What follows belongs to an exercise in optimizing a design on an open flow for small area and a short achievable clock period; a production flow would make more cautious choices. In this exercise RTL edits were held to simulation tests only and were not proved equivalent to the original. Power is estimated from default activity; no workload was simulated.

==> flow/design.v <==
package saturn_alu_pkg;
    localparam int NIBBLES = 16;
    typedef logic [4*NIBBLES-1:0] word_t;
    typedef logic [3:0]           nib_t;         
    typedef logic [NIBBLES-1:0]   nib_mask_t;    
    typedef struct packed {
        nib_t left;
        nib_t right;
    } field_t;
    typedef enum logic [1:0] {
        BANK_WORK    = 2'd0,     
        BANK_SCRATCH = 2'd1,     
        BANK_MEM     = 2'd2      
    } bank_t;
    typedef struct packed {
        bank_t      bank;
        logic [2:0] index;       
    } reg_sel_t;
    typedef enum logic [3:0] {
        OP_TFR  = 4'h0,
        OP_ADD  = 4'h1,
        OP_SUB  = 4'h2,
        OP_RSUB = 4'h3,
        OP_AND  = 4'h4,
        OP_OR   = 4'h5,
        OP_SLN  = 4'h6,
        OP_SRN  = 4'h7,
        OP_CSL  = 4'h8,
        OP_CSR  = 4'h9,
        OP_EQ   = 4'ha,
        OP_NE   = 4'hb,
        OP_GE   = 4'hc,
        OP_GT   = 4'hd,
        OP_LE   = 4'he,
        OP_LT   = 4'hf
    } alu_op_t;
endpackage
`timescale 1ns/1ps
module field_mask (
    input  saturn_alu_pkg::field_t    field_i,
    output saturn_alu_pkg::nib_mask_t mask_o,
    output saturn_alu_pkg::nib_mask_t left_o,
    output saturn_alu_pkg::nib_mask_t right_o
);
    always_comb
    begin
        for (int n = 0; n < saturn_alu_pkg::NIBBLES; n++)
        begin
            mask_o[n]  = (saturn_alu_pkg::nib_t'(n) <= field_i.left) && (saturn_alu_pkg::nib_t'(n) >= field_i.right);
            left_o[n]  = (saturn_alu_pkg::nib_t'(n) == field_i.left);
            right_o[n] = (saturn_alu_pkg::nib_t'(n) == field_i.right);
        end
    end
endmodule
module field_span (
    input  saturn_alu_pkg::field_t    field_i,
    output saturn_alu_pkg::nib_mask_t mask_o
);
    always_comb
    begin
        for (int n = 0; n < saturn_alu_pkg::NIBBLES; n++)
        begin
            mask_o[n] = (saturn_alu_pkg::nib_t'(n) <= field_i.left) && (saturn_alu_pkg::nib_t'(n) >= field_i.right);
        end
    end
endmodule
`timescale 1ns/1ps
module bcd_addsub64 (
    input  saturn_alu_pkg::word_t     a_i,         
    input  saturn_alu_pkg::word_t     b_i,         
    input  logic                      inv_a_i,     
    input  logic                      inv_b_i,     
    input  logic                      decimal_i,
    input  saturn_alu_pkg::nib_mask_t force_i,     
    input  saturn_alu_pkg::nib_mask_t left_i,      
    output saturn_alu_pkg::word_t     q_o,
    output logic                      carry_o,
    output saturn_alu_pkg::nib_mask_t gen_o,       
    output saturn_alu_pkg::nib_mask_t prop_o       
);
    logic                          sub;
    logic [4:0]                    sum   [16];
    logic [15:0]                   gen;
    logic [15:0]                   prop;
    logic [15:0]                   cout;
    logic [15:0]                   cin;
    assign sub = inv_a_i | inv_b_i;
    always_comb
    begin
        for (int i = 0; i < 16; i++)
        begin
            sum[i] = {1'b0, a_i[4*i +: 4] ^ {4{inv_a_i}}} + {1'b0, b_i[4*i +: 4] ^ {4{inv_b_i}}};
            if (sub)
            begin
                gen[i]  = sum[i] < 5'd15;
                prop[i] = sum[i] == 5'd15;
            end
            else if (decimal_i)
            begin
                gen[i]  = sum[i] > 5'd9;
                prop[i] = sum[i] == 5'd9;
            end
            else
            begin
                gen[i]  = sum[i][4];
                prop[i] = sum[i] == 5'd15;
            end
        end
    end
    always_comb
    begin
        logic c;
        c = 1'b0;
        for (int i = 0; i < 16; i++)
        begin
            cin[i]  = c | force_i[i];
            cout[i] = gen[i] | (prop[i] & cin[i]);
            c       = cout[i];
        end
    end
    always_comb
    begin
        logic [3:0] t;
        for (int i = 0; i < 16; i++)
        begin
            t = sum[i][3:0] + {3'b000, cin[i] ^ sub};
            if (decimal_i && cout[i])
            begin
                t = t + (sub ? 4'ha : 4'h6);
            end
            q_o[4*i +: 4] = t;
        end
    end
    assign carry_o = |(cout & left_i);
    assign gen_o   = gen;
    assign prop_o  = prop;
endmodule
`timescale 1ns/1ps
module nibble_compare (
    input  saturn_alu_pkg::nib_mask_t lt_i,
    input  saturn_alu_pkg::nib_mask_t eq_i,
    output logic                      eq_o,
    output logic                      ne_o,
    output logic                      ge_o,
    output logic                      gt_o,
    output logic                      le_o,
    output logic                      lt_o
);
    logic lt;
    always_comb
    begin
        lt = 1'b0;
        for (int i = 0; i < 16; i++)
        begin
            lt = lt_i[i] | (eq_i[i] & lt);
        end
    end
    assign eq_o = &eq_i;
    assign ne_o = ~eq_o;
    assign lt_o = lt;
    assign ge_o = ~lt;
    assign gt_o = ~lt & ~eq_o;
    assign le_o = lt | eq_o;
endmodule
`timescale 1ns/1ps
module register_file (
    input  logic                      clk_in,
    input  logic                      rst_n_i,
    input  logic [11:0]               src_hot_i,     
    input  logic [47:0]               src_rd_hot_i,  
    input  logic [11:0]               dst_hot_i,     
    input  saturn_alu_pkg::nib_mask_t mask_i,
    input  logic                      write_dst_i,
    input  saturn_alu_pkg::word_t     dst_word_i,
    input  logic                      write_src_i,
    input  saturn_alu_pkg::word_t     src_word_i,
    output saturn_alu_pkg::word_t     src_word_o,
    output saturn_alu_pkg::word_t     dst_word_o
);
    saturn_alu_pkg::word_t regs_q [12];
    for (genvar b = 0; b < 64; b++)
    begin : g_rd
        logic [3:0] src_n;
        logic [3:0] dst_n;
        for (genvar g = 0; g < 4; g++)
        begin : g_grp
            rf_aoi222 u_src (
                .a1 (regs_q[3*g][b]),     .a2 (src_rd_hot_i[12*(b/16) + 3*g]),
                .b1 (regs_q[3*g + 1][b]), .b2 (src_rd_hot_i[12*(b/16) + 3*g + 1]),
                .c1 (regs_q[3*g + 2][b]), .c2 (src_rd_hot_i[12*(b/16) + 3*g + 2]),
                .y  (src_n[g])
            );
            rf_aoi222 u_dst (
                .a1 (regs_q[3*g][b]),     .a2 (dst_hot_i[3*g]),
                .b1 (regs_q[3*g + 1][b]), .b2 (dst_hot_i[3*g + 1]),
                .c1 (regs_q[3*g + 2][b]), .c2 (dst_hot_i[3*g + 2]),
                .y  (dst_n[g])
            );
        end
        assign src_word_o[b] = ~&src_n;
        assign dst_word_o[b] = ~&dst_n;
    end
    logic                      nrst;
    saturn_alu_pkg::nib_mask_t nmask;
    assign nrst  = ~rst_n_i;
    assign nmask = ~mask_i;
    for (genvar r = 0; r < 12; r++)
    begin : g_reg
        logic                  wd_reg;
        logic                  ws_reg;
        logic                  wd_n;       
        logic                  ws_n;       
        logic                  w_any;
        logic [15:0]           wd;
        logic [15:0]           ws;
        logic [15:0]           hold;
        saturn_alu_pkg::word_t next;
        assign wd_reg = write_dst_i & dst_hot_i[r];
        assign ws_reg = write_src_i & src_hot_i[r] & ~wd_reg;
        assign wd_n   = ~(rst_n_i & wd_reg);
        assign ws_n   = ~(rst_n_i & ws_reg);
        assign w_any  = wd_reg | ws_reg;
        for (genvar n = 0; n < 16; n++)
        begin : g_en
            rf_nor2 u_wd (
                .a (wd_n), .b (nmask[n]), .y (wd[n])
            );
            rf_nor2 u_ws (
                .a (ws_n), .b (nmask[n]), .y (ws[n])
            );
            rf_aoi21 u_hold (
                .a1 (w_any), .a2 (mask_i[n]), .b1 (nrst), .y (hold[n])
            );
        end
        for (genvar b = 0; b < 64; b++)
        begin : g_bit
            logic next_n;
            rf_aoi222 u_next (
                .a1 (regs_q[r][b]),  .a2 (hold[b / 4]),
                .b1 (dst_word_i[b]), .b2 (wd[b / 4]),
                .c1 (src_word_i[b]), .c2 (ws[b / 4]),
                .y  (next_n)
            );
            assign next[b] = ~next_n;
        end
        always_ff @(posedge clk_in)
        begin
            regs_q[r] <= next;
        end
    end
endmodule
module rf_aoi222 (
    input  logic a1,
    input  logic a2,
    input  logic b1,
    input  logic b2,
    input  logic c1,
    input  logic c2,
    output logic y
);
    assign y = ~((a1 & a2) | (b1 & b2) | (c1 & c2));
endmodule
module rf_nor2 (
    input  logic a,
    input  logic b,
    output logic y
);
    assign y = ~(a | b);
endmodule
module rf_aoi21 (
    input  logic a1,
    input  logic a2,
    input  logic b1,
    output logic y
);
    assign y = ~((a1 & a2) | b1);
endmodule
`timescale 1ns/1ps
module alu_core (
    input  logic                      clk_in,
    input  logic                      rst_n_i,
    input  logic                      latch_i,
    input  saturn_alu_pkg::word_t     src_word_i,    
    input  saturn_alu_pkg::word_t     dst_word_i,    
    input  saturn_alu_pkg::nib_mask_t mask_i,
    input  saturn_alu_pkg::nib_mask_t left_i,
    input  saturn_alu_pkg::nib_mask_t right_i,
    input  saturn_alu_pkg::alu_op_t   alu_op_i,
    input  logic                      decimal_i,
    input  logic                      forced_carry_i,
    input  logic                      write_carry_i,
    input  logic                      set_carry_i,
    input  logic                      clr_carry_i,
    output saturn_alu_pkg::word_t     result_o,
    output saturn_alu_pkg::word_t     latched_dst_o,
    output logic                      carry_o,
    output logic                      condition_o
);
    saturn_alu_pkg::word_t     src_q;
    saturn_alu_pkg::word_t     dst_q;
    saturn_alu_pkg::word_t     src_next;
    saturn_alu_pkg::word_t     dst_next;
    saturn_alu_pkg::word_t     sum_q;
    saturn_alu_pkg::nib_mask_t take;
    saturn_alu_pkg::nib_mask_t nib_gen;
    saturn_alu_pkg::nib_mask_t nib_prop;
    saturn_alu_pkg::nib_mask_t src_nz;
    logic  keep;
    logic  sum_c;
    logic  op_carry;
    logic  carry_q;
    logic  condition_q;
    logic  cmp_hit;
    logic  relation;
    logic  eq, ne, ge, gt, le, lt;
    assign keep = rst_n_i & ~latch_i;
    always_comb
    begin
        for (int n = 0; n < 16; n++)
        begin
            take[n] = rst_n_i & latch_i & mask_i[n];
        end
    end
    for (genvar b = 0; b < 64; b++)
    begin : g_opnd
        alu_ao22 u_src (
            .a1 (src_word_i[b]), .a2 (take[b / 4]),
            .b1 (src_q[b]),      .b2 (keep),
            .y  (src_next[b])
        );
        alu_ao22 u_dst (
            .a1 (dst_word_i[b]), .a2 (take[b / 4]),
            .b1 (dst_q[b]),      .b2 (keep),
            .y  (dst_next[b])
        );
    end
    always_ff @(posedge clk_in)
    begin
        src_q <= src_next;
        dst_q <= dst_next;
    end
    bcd_addsub64 u_add (
        .a_i       (dst_q),
        .b_i       (src_q),
        .inv_a_i   (alu_op_i == saturn_alu_pkg::OP_RSUB),
        .inv_b_i   (alu_op_i == saturn_alu_pkg::OP_SUB || alu_op_i[3]),
        .decimal_i (decimal_i),
        .force_i   (right_i & {16{forced_carry_i}}),
        .left_i    (left_i),
        .q_o       (sum_q),
        .carry_o   (sum_c),
        .gen_o     (nib_gen),
        .prop_o    (nib_prop)
    );
    nibble_compare u_cmp (
        .lt_i (nib_gen),
        .eq_i (nib_prop),
        .eq_o (eq),
        .ne_o (ne),
        .ge_o (ge),
        .gt_o (gt),
        .le_o (le),
        .lt_o (lt)
    );
    always_comb
    begin
        for (int n = 0; n < 16; n++)
        begin
            src_nz[n] = |src_q[4*n +: 4];
        end
    end
    logic e_src, e_and, e_or, e_sum, e_dst, e_sl, e_sl_rot, e_sr, e_sr_rot;
    logic c_src, c_dst;
    assign e_src    = (alu_op_i == saturn_alu_pkg::OP_TFR);
    assign e_and    = (alu_op_i == saturn_alu_pkg::OP_AND);
    assign e_or     = (alu_op_i == saturn_alu_pkg::OP_OR);
    assign e_sum    = (alu_op_i == saturn_alu_pkg::OP_ADD) || (alu_op_i == saturn_alu_pkg::OP_SUB)
                   || (alu_op_i == saturn_alu_pkg::OP_RSUB);
    assign e_dst    = alu_op_i[3] & (alu_op_i[2] | alu_op_i[1]);      
    assign e_sl     = (alu_op_i == saturn_alu_pkg::OP_SLN) || (alu_op_i == saturn_alu_pkg::OP_CSL);
    assign e_sl_rot = (alu_op_i == saturn_alu_pkg::OP_CSL);
    assign e_sr     = (alu_op_i == saturn_alu_pkg::OP_SRN) || (alu_op_i == saturn_alu_pkg::OP_CSR);
    assign e_sr_rot = (alu_op_i == saturn_alu_pkg::OP_CSR);
    assign c_src    = e_src | e_or;
    assign c_dst    = e_dst | e_or;
    for (genvar i = 0; i < 64; i++)
    begin : g_res
        logic y_logic, y_move, y_sum;
        alu_aoi32 u_logic (
            .a1 (src_q[i]), .a2 (dst_q[i]), .a3 (e_and),
            .b1 (src_q[i]), .b2 (c_src),
            .y  (y_logic)
        );
        rf_aoi222 u_move (
            .a1 (dst_q[i]),                                      .a2 (c_dst),
            .b1 (i >= 4  ? src_q[(i + 60) % 64] : src_q[i + 60]), .b2 (i >= 4  ? e_sl : e_sl_rot),
            .c1 (i < 60  ? src_q[i + 4]         : src_q[i - 60]), .c2 (i < 60  ? e_sr : e_sr_rot),
            .y  (y_move)
        );
        assign y_sum       = ~(sum_q[i] & e_sum);
        assign result_o[i] = ~(y_logic & y_move & y_sum);
    end
    always_comb
    begin
        op_carry = 1'b0;
        case (alu_op_i)
            saturn_alu_pkg::OP_ADD, saturn_alu_pkg::OP_SUB, saturn_alu_pkg::OP_RSUB:
                op_carry = sum_c;
            saturn_alu_pkg::OP_SLN:
                op_carry = |(src_nz & left_i);       
            saturn_alu_pkg::OP_SRN:
                op_carry = |(src_nz & right_i);      
            default:
                op_carry = 1'b0;
        endcase
    end
    always_comb
    begin
        cmp_hit  = 1'b1;
        relation = eq;
        case (alu_op_i)
            saturn_alu_pkg::OP_EQ:   relation = eq;
            saturn_alu_pkg::OP_NE:   relation = ne;
            saturn_alu_pkg::OP_GE:   relation = ge;
            saturn_alu_pkg::OP_GT:   relation = gt;
            saturn_alu_pkg::OP_LE:   relation = le;
            saturn_alu_pkg::OP_LT:   relation = lt;
            default: cmp_hit = 1'b0;
        endcase
    end
    always_ff @(posedge clk_in)
    begin
        if (!rst_n_i)
        begin
            carry_q     <= 1'b0;
            condition_q <= 1'b0;
        end
        else
        begin
            if (clr_carry_i)
            begin
                carry_q <= 1'b0;
            end
            else if (set_carry_i)
            begin
                carry_q <= 1'b1;
            end
            else if (write_carry_i)
            begin
                carry_q <= op_carry;
            end
            if (cmp_hit)
            begin
                condition_q <= relation;
            end
        end
    end
    assign latched_dst_o = dst_q;
    assign carry_o       = carry_q;
    assign condition_o   = condition_q;
endmodule
module alu_ao22 (
    input  logic a1,
    input  logic a2,
    input  logic b1,
    input  logic b2,
    output logic y
);
    assign y = (a1 & a2) | (b1 & b2);
endmodule
module alu_aoi32 (
    input  logic a1,
    input  logic a2,
    input  logic a3,
    input  logic b1,
    input  logic b2,
    output logic y
);
    assign y = ~((a1 & a2 & a3) | (b1 & b2));
endmodule
`timescale 1ns/1ps
module saturn_alru #(
    parameter int NUM_SCRATCH = 8
) (
    input  logic                     clk_in,
    input  logic                     rst_n_i,
    input  logic [4:0]               src_sel_i,      
    input  logic [4:0]               dst_sel_i,      
    input  logic [7:0]               field_i,        
    input  logic [3:0]               alu_op_i,
    input  logic                     decimal_i,
    input  logic                     forced_carry_i,
    input  logic [63:0]              data_i,
    input  logic                     latch_i,
    input  logic                     write_dst_i,
    input  logic                     write_src_i,
    input  logic                     write_carry_i,
    input  logic                     set_carry_i,
    input  logic                     clr_carry_i,
    output logic [63:0]              data_o,
    output logic                     carry_o,
    output logic                     condition_o
);
    saturn_alu_pkg::reg_sel_t  src_sel;
    saturn_alu_pkg::reg_sel_t  dst_sel;
    saturn_alu_pkg::field_t    field;
    saturn_alu_pkg::alu_op_t   alu_op;
    assign src_sel = saturn_alu_pkg::reg_sel_t'(src_sel_i);
    assign dst_sel = saturn_alu_pkg::reg_sel_t'(dst_sel_i);
    assign field   = saturn_alu_pkg::field_t'(field_i);
    assign alu_op  = saturn_alu_pkg::alu_op_t'(alu_op_i);
    logic [11:0]               src_hot;      
    logic [11:0]               dst_hot;
    logic                      src_mem;
    saturn_alu_pkg::word_t     reg_src_word;
    saturn_alu_pkg::word_t     reg_dst_word;
    saturn_alu_pkg::word_t     src_word;
    saturn_alu_pkg::word_t     result;
    saturn_alu_pkg::word_t     latched_dst;
    saturn_alu_pkg::nib_mask_t field_nibs;
    saturn_alu_pkg::nib_mask_t left_hot;
    saturn_alu_pkg::nib_mask_t right_hot;
    logic [47:0]               src_rd_hot;   
    logic [3:0]                src_rd_mem;
    sel_decode u_src_dec (
        .sel_i (src_sel_i),
        .hot_o (src_hot),
        .mem_o (src_mem)
    );
    sel_decode u_dst_dec (
        .sel_i (dst_sel_i),
        .hot_o (dst_hot),
        .mem_o ()
    );
    for (genvar k = 0; k < 4; k++)
    begin : g_rd_dec
        sel_decode u_dec (
            .sel_i (src_sel_i),
            .hot_o (src_rd_hot[12*k +: 12]),
            .mem_o (src_rd_mem[k])
        );
    end
    field_mask u_mask (
        .field_i (field),
        .mask_o  (field_nibs),
        .left_o  (left_hot),
        .right_o (right_hot)
    );
    saturn_alu_pkg::nib_mask_t out_nibs;
    field_span u_out_mask (
        .field_i (field),
        .mask_o  (out_nibs)
    );
    register_file u_regs (
        .clk_in      (clk_in),
        .rst_n_i     (rst_n_i),
        .src_hot_i   (src_hot),
        .src_rd_hot_i (src_rd_hot),
        .dst_hot_i   (dst_hot),
        .mask_i      (field_nibs),
        .write_dst_i (write_dst_i),
        .dst_word_i  (result),
        .write_src_i (write_src_i),
        .src_word_i  (latched_dst),      
        .src_word_o  (reg_src_word),
        .dst_word_o  (reg_dst_word)
    );
    always_comb
    begin
        for (int b = 0; b < 64; b++)
        begin
            src_word[b] = reg_src_word[b] | (data_i[b] & src_rd_mem[b / 16]);
        end
    end
    alu_core u_core (
        .clk_in         (clk_in),
        .rst_n_i        (rst_n_i),
        .latch_i        (latch_i),
        .src_word_i     (src_word),
        .dst_word_i     (reg_dst_word),
        .mask_i         (field_nibs),
        .left_i         (left_hot),
        .right_i        (right_hot),
        .alu_op_i       (alu_op),
        .decimal_i      (decimal_i),
        .forced_carry_i (forced_carry_i),
        .write_carry_i  (write_carry_i),
        .set_carry_i    (set_carry_i),
        .clr_carry_i    (clr_carry_i),
        .result_o       (result),
        .latched_dst_o  (latched_dst),
        .carry_o        (carry_o),
        .condition_o    (condition_o)
    );
    saturn_alu_pkg::nib_mask_t out_mem;
    always_comb
    begin
        for (int n = 0; n < 16; n++)
        begin
            out_mem[n] = out_nibs[n] & src_rd_mem[n / 4];
        end
    end
    for (genvar b = 0; b < 64; b++)
    begin : g_out
        alu_ao22 u_out (
            .a1 (reg_src_word[b]), .a2 (out_nibs[b / 4]),
            .b1 (data_i[b]),       .b2 (out_mem[b / 4]),
            .y  (data_o[b])        
        );
    end
endmodule
module sel_decode (
    input  logic [4:0]  sel_i,
    output logic [11:0] hot_o,
    output logic        mem_o
);
    always_comb
    begin
        for (int r = 0; r < 4; r++)
        begin
            hot_o[r] = (sel_i[4:3] == 2'd0) && (sel_i[1:0] == 2'(r));
        end
        for (int r = 0; r < 8; r++)
        begin
            hot_o[4 + r] = (sel_i[4:3] == 2'd1) && (sel_i[2:0] == 3'(r));
        end
    end
    assign mem_o = (sel_i[4:3] == 2'd2);
endmodule
==> flow/flow/run.sh <==
#!/bin/bash
set -euo pipefail
MARGIN=21.5
bash standard.sh SETUP_SLACK_MARGIN=$MARGIN \
    "BUFFER_PORTS_ARGS=-buffer_cell sky130_fd_sc_hd__buf_2" \
    "CTS_ARGS=-sink_clustering_enable -repair_clock_nets -dont_use_dummy_load -buf_list sky130_fd_sc_hd__clkbuf_8 -sink_clustering_size 12 -sink_clustering_max_diameter 120" \
    finish > standard_flow.log 2>&1
==> flow/standard.sh <==
#!/bin/bash
# synth_recipe.tcl (not shown) runs the flow's synth.tcl, then flattens the netlist and writes it again
# the make line also repeats each setting of config.mk as NAME=value (left out here)
make -C /OpenROAD-flow-scripts/flow DESIGN_CONFIG=/design/flow/config.mk WORK_HOME=/design/flow/orfs CLKGATE_MAP_FILE= SYNTH_SCRIPT=/design/flow/synth_recipe.tcl "${@:-finish}"
==> flow/config.mk <==
export PLATFORM = sky130hd
export DESIGN_NAME = saturn_alru
export DESIGN_NICKNAME = saturn_alru
export VERILOG_FILES = /design/flow/design.v
export SDC_FILE = /design/flow/constraint.sdc
export NUM_CORES = 4
export LEC_CHECK = 0
export CAP_MARGIN = 20
export CELL_PAD_IN_SITES_DETAIL_PLACEMENT = 1
export CELL_PAD_IN_SITES_GLOBAL_PLACEMENT = 1
export CORE_MARGIN = 2
export CORE_UTILIZATION = 35
export PLACE_DENSITY = 0.5
export SLEW_MARGIN = 20
export SYNTH_HIERARCHICAL = 1
==> flow/constraint.sdc <==
create_clock -name core_clock -period 40.0 [get_ports {clk_in}]
set_input_delay 8.0000 -clock core_clock [delete_from_list [all_inputs] [get_ports {clk_in}]]
set_output_delay 8.0000 -clock core_clock [all_outputs]
set_load 0.01 [all_outputs]
==> results of run 1 <==
[registers in the layout, summed over array words and instances (netlist names)]
signal	count
u_regs.regs_q	768
u_core.src_q	64
u_core.condition_q	1
u_core.dst_q	64
u_core.carry_q	1
[what timing repair did]
action / CTS / global route
pin swaps: 2 / 1
setup buffers: 3 / 1
setup endpoints to repair: 16 / 18
hold buffers: 0 / 0
endpoints found under the hold margin: 0 / 0
resized for setup: 4 / 3
[worst max-delay path, delay by kind of cell]
family,cells,cell delay [ns]
simple gates,3,1.30
compound gates,2,0.41
buf+inv,3,0.75
[worst paths after layout]
path | startpoint | end | slack, ns
hold / removal | u_regs.regs_q[10][41] | u_regs.regs_q[10][41] | 0.54
hold reg to reg | u_regs.regs_q[10][41] | u_regs.regs_q[10][41] | 0.54
setup reg to reg | u_core.dst_q[9] | u_regs.regs_q[2][47] | 31.85
setup / recovery | src_sel_i[3] | data_o[15] | 21.50
[metal layers]
metal	global-route usage, %	up-vias	wire [µm]
met5	0	-	46
met4	19.4	6	17000
met3	8.76	675	33900
met2	56.5	3822	127000
met1	50.7	29400	122000
li1	-	24200	-
[stage by stage]
| step | total power, µW | area, µm² | setup slack [ns] | instances | hold WS [ns] |
|---|---|---|---|---|---|
| finish | 1760 | 57600 | 21.50 | 7833 | 0.541 |
| detailed placement | 1240 | 56200 | 21.14 | 7734 | 0.517 |
| global placement | 1240 | 56200 | 21.08 | 7733 | 0.513 |
| CTS | 1760 | 57500 | 21.51 | 7822 | 0.538 |
| global route | 1820 | 57600 | 21.50 | 7828 | 0.564 |
| floorplan | 1120 | 51500 | 22.17 | 5539 | 0.489 |
[area by class of cell]
class                   count  area [µm²]  area share (%)
inverters                 832        3130            5.44
clock buffers              85        1170            2.03
repair buffers            358        2360            4.10
flip-flops and latches    898       18000            31.2
well taps                1917        2400            4.17
diodes                      8        20.0          0.0348
multi-input cells        3735       30500            53.0
[power by group]
part           leakage (µW)  total, µW  internal (µW)  switching [µW]
sequential          0.00723        897            894            2.66
combinational        0.0185        332           91.6             241
clock              0.000611        529            189             340
==> metrics.cfg, run 1 <==
[status]
outcome=timing/DRC/antenna clean

[timing]
min_period_ns=18.50
max_freq_mhz=54.1
grt_setup_unrepaired=false
fin_skew_ns=0.160
hold_viol=0
setup_viol=0
relSlewSlack_pct=16.7
maxSlewViolCount=0
period_share_pct=46.2
worst_slew_pin_slew_ns=1.25
tns_ns=0

[die]
die_h_um=388
coreArea_um2=146000
die_w_um=388
dieArea_um2=150000
initial_core_util_pct=35.3
io-pin-count=162
placementRows=140

[global_route]
antenna_found_initial=13
grt_max_degree=67
grt_pass1_wl_um=419000
gr-total-overflow=0
grt_util_all_layers_pct=37.8
grt_pass1_vias=55700

[power_and_ir_drop]
p_per_area_nw_per_um2=30.5
p_leak_uw=0.0263
max-vdd-ir-drop_uv=23.7

[worst_setup_path]
rr_worst_depth=23
startpoint_type=input port
cp-end-kind=output pin
cp_data_required_time_ns=32.00
critPathMaxFanout=34
arrival_ns=10.50
crit_chain=buf_2 -> buf_4 -> or3b_4 -> nor2_4 -> a222oi_1 -> nand4_1 -> a22o_1 -> buf_2
critPathKind=input port to output pin
crit_top_cell=buf_2
critPathMaxStageDelay_ns=0.55
cp_slowest_cell=buf_4

[drt]
num_vias=58100
wirelength_um=300000
drt-initial-drc-count=14800
firstDrtPassIters=15
drcViolationCount=0
vias_per_cell=7.42
wire_per_inst_um=38.3
antenna_left=0

[worst_hold_path]
worstHoldPathType=flop to flop
holdPathStages=2

[finish]
post-route-util_pct=39.5
fillerInstances=16800
final_common_cell=a222oi_1
area.growth.synth_to_final_pct=11.7
most-common-layout-cells=1344 x a222oi_1, 898 x dfxtp_1, 829 x inv_1, 484 x nor2_1, 196 x a21oi_2
drive_gt1_share_pct=13.2
layout.nets=6134

[clock_network]
cts_num_sinks=898
clk_pin_slew_ns=0.08
insertion_delay_ns=0.87
clk_path_buf_depth=3
cts_tree=done
ctsHtreeMaxLevel=3
numCtsBuffers=85
root_buffer=clkbuf_8

[yosys]
synth_cells=5539
avgSynthCellArea_um2=9.31
ys_warn_count=17
synthesis.area_um2=51500
synth.net_count=5763

[placed_design]
port_buffers=161
dp_hpwl_um=202000
gp_congestion=0.959

[job]
drv_cap=0

==> run 2, diff against run 1 <==
==> flow/flow/run.sh (replaced) <==
#!/bin/bash
set -euo pipefail
MARGIN=22
bash standard.sh SETUP_SLACK_MARGIN=$MARGIN \
    "BUFFER_PORTS_ARGS=-buffer_cell sky130_fd_sc_hd__buf_2" \
    "CTS_ARGS=-sink_clustering_enable -repair_clock_nets -dont_use_dummy_load -buf_list sky130_fd_sc_hd__clkbuf_8 -sink_clustering_size 12 -sink_clustering_max_diameter 120" \
    finish > standard_flow.log 2>&1
==> metrics.cfg, run 2 <==
[worst_setup_path]
arrival_ns=10.13  ; -0.37 ns
crit_cells=11  ; +3
startpoint_type=input port
critPathMaxFanout=5  ; -85%
reg2reg_slack_ns=31.86  ; about the same
cp-end-kind=output pin
cp_top_family=buffers and inverters
critPathKind=input port to output pin
cp_slowest_cell=a222oi_1
crit_chain=buf_12 -> buf_16 -> buf_12 -> nand3b_1 -> buf_4 -> nor3_4 -> buf_6 -> a222oi_1 -> nand4_1 -> a22o_1 -> buf_2
worstPathBufferInverterCount=6  ; +3
rr_worst_depth=23  ; unchanged
cp_data_required_time_ns=32.00  ; about the same
crit_top_cell=buf_12
critPathMaxStageDelay_ns=0.39  ; -0.16 ns

[finish]
area.growth.synth_to_final_pct=14.5
largest_reg_flops=768  ; unchanged
final_common_cell=a222oi_1
layout.nets=6216  ; +1.3%
most-common-layout-cells=1344 x a222oi_1, 898 x dfxtp_1, 829 x inv_1, 480 x nor2_1, 203 x buf_4
instances_no_fill=7917  ; +1.1%
reg_top3=u_regs.regs_q x768, u_core.dst_q x64, u_core.src_q x64
drive_gt1_share_pct=14.7  ; +1.5 points
regMostFlops=u_regs.regs_q

[global_route]
gr-total-overflow=0  ; unchanged
grt_pass1_wl_um=423000  ; +0.97%
grt_util_all_layers_pct=38.3  ; +0.45 points
grt_pass1_vias=55900  ; +0.40%
grt_max_degree=67  ; unchanged
antenna_found_initial=16  ; +3

[clock_network]
clk_pin_slew_ns=0.10  ; +0.02 ns
numCtsBuffers=85  ; unchanged
ctsHtreeMaxLevel=3  ; unchanged
cts_num_sinks=898  ; unchanged
insertion_delay_ns=0.88  ; about the same
clk_path_buf_depth=3  ; unchanged
root_buffer=clkbuf_8
cts_tree=done

[timing]
relSlewSlack_pct=19.3  ; +2.7 points
period_share_pct=45.3  ; -0.93 points
min_period_ns=18.13  ; -0.372 ns
grt_setup_unrepaired=true
max_freq_mhz=55.2  ; +2.0%
setup_viol=0  ; unchanged
tns_ns=0  ; unchanged
maxSlewViolCount=0  ; unchanged
hold_viol=0  ; unchanged
worst_slew_pin_slew_ns=1.21  ; -0.0399 ns
fin_skew_ns=0.160  ; -0.000554 ns
holdWs_ns=0.542  ; +0.000826 ns

[yosys]
synthesis.area_um2=51500  ; unchanged
avgSynthCellArea_um2=9.31  ; unchanged
ys_warn_count=17  ; unchanged
synth.net_count=5763  ; unchanged
synth_cells=5539  ; unchanged

[power_and_ir_drop]
p_leak_uw=0.0270  ; +2.6%
p_per_area_nw_per_um2=30.1  ; -1.4%
max-vdd-ir-drop_uv=23.4  ; -1.0%

[drt]
drcViolationCount=0  ; unchanged
num_vias=59100  ; +1.6%
firstDrtPassIters=17  ; +2
wirelength_um=309000  ; +3.0%
drt-initial-drc-count=14600  ; -1.5%
antenna_left=0  ; unchanged
wire_per_inst_um=39.1  ; +1.9%
vias_per_cell=7.46  ; +0.57%

[worst_hold_path]
worstHoldPathType=flop to flop
holdPathStages=2  ; unchanged

[die]
dieArea_um2=150000  ; unchanged
initial_core_util_pct=35.3  ; unchanged
io-pin-count=162  ; unchanged
die_w_um=388  ; unchanged
die_h_um=388  ; unchanged
placementRows=140  ; unchanged
coreArea_um2=146000  ; unchanged

[status]
outcome=timing/DRC/antenna clean

[placed_design]
port_buffers=161  ; unchanged
placedCellCount=7734  ; unchanged
gp_congestion=0.959  ; unchanged
dp_hpwl_um=202000  ; unchanged

[job]
drv_cap=0  ; unchanged

run 2: path summary, 6_finish.rpt:
kind,startpoint,endpoint
max,src_sel_i[4],data_o[21]
min,u_regs.regs_q[3][43],u_regs.regs_q[3][43]
max reg2reg,u_core.dst_q[9],u_regs.regs_q[2][47]
min reg2reg,u_regs.regs_q[3][43],u_regs.regs_q[3][43]
run 2: per-stage QoR:
stage	total power (µW)	setup slack (ns)	util [%]	cell area [µm²]
floorplan	1120	22.17	-	51500
global placement	1240	21.08	38.5	56200
detailed placement	1240	21.14	38.5	56200
CTS	1770	21.89	39.8	58100
global route	1840	21.86	40.4	59000
finish	1780	21.87	40.5	59000
run 2: tightest hold or removal path: cells and delay by family, from the launching register on:
kind,cells,cell delay [ns]
DFF,1,0.37
AOI/OAI and AO/OA,1,0.10
buffers and inverters,1,0.05
run 2: routing by layer:
metal  vias to the layer above  GRT usage (%)  share of wire (%)
met5                         -              0              0.014
met3                       752           9.15                 12
li1                      24300              -                  -
met4                         6           20.1                5.8
met2                      4101           56.8                 42
met1                     29900           51.3                 40
run 2: area by class of cell:
class                      count  area, µm²
inverter                     832       3130
tap                         1917       2400
antenna                       10       25.0
fill                       16700      86900
timing repair buffer         440       3650
multi-input combinational   3735      30700
sequential                   898      18000
clock buffer                  85       1170
run 2: power breakdown:
group	total [µW]	internal (µW)	switching, µW
Sequential	897	894	2.68
Clock	530	189	341
Combinational	351	101	249
Total	1780	1180	593
run 2: what timing repair did:
action                                  4_1_cts  5_1_grt
pin swaps                                    36       83
hold buffers                                  0        0
endpoints found under the setup margin       64       59
gates cloned                                  5        9
buffers inserted                             35       37
resized for setup                            42       85

re-timing with driven ports:
The results above use ideal ports. As a check the final layouts listed here were re-extracted and re-timed, cells and wires unchanged.
Step 1, drivers: a clkbuf_16 drives clk_in and a buf_2 each remaining input, both assumed.
Step 2 times the ports against the registers' clock, not the clock port: input delays grow and output delays shrink by t, the midpoint of the rising clock arrivals with the driver on.
a / b / c = no drivers / after step 1 / after step 2; a / b = the first two.
| run | t (ns) | setup slack, ns | hold WS [ns] | worst setup path at the end |
|---|---|---|---|---|
| run 1 | 0.870 | 21.502 / 21.480 / 21.480 | 0.541 / 0.541 / 0.541 | input to output |
| run 2 | 0.877 | 21.874 / 21.802 / 21.802 | 0.542 / 0.542 / 0.542 | input to output |
After both steps setup and hold are still met in every run listed. The setup slack of run 2, which loses most, moves by -0.072 ns with the drivers and by -0.072 ns with both steps.
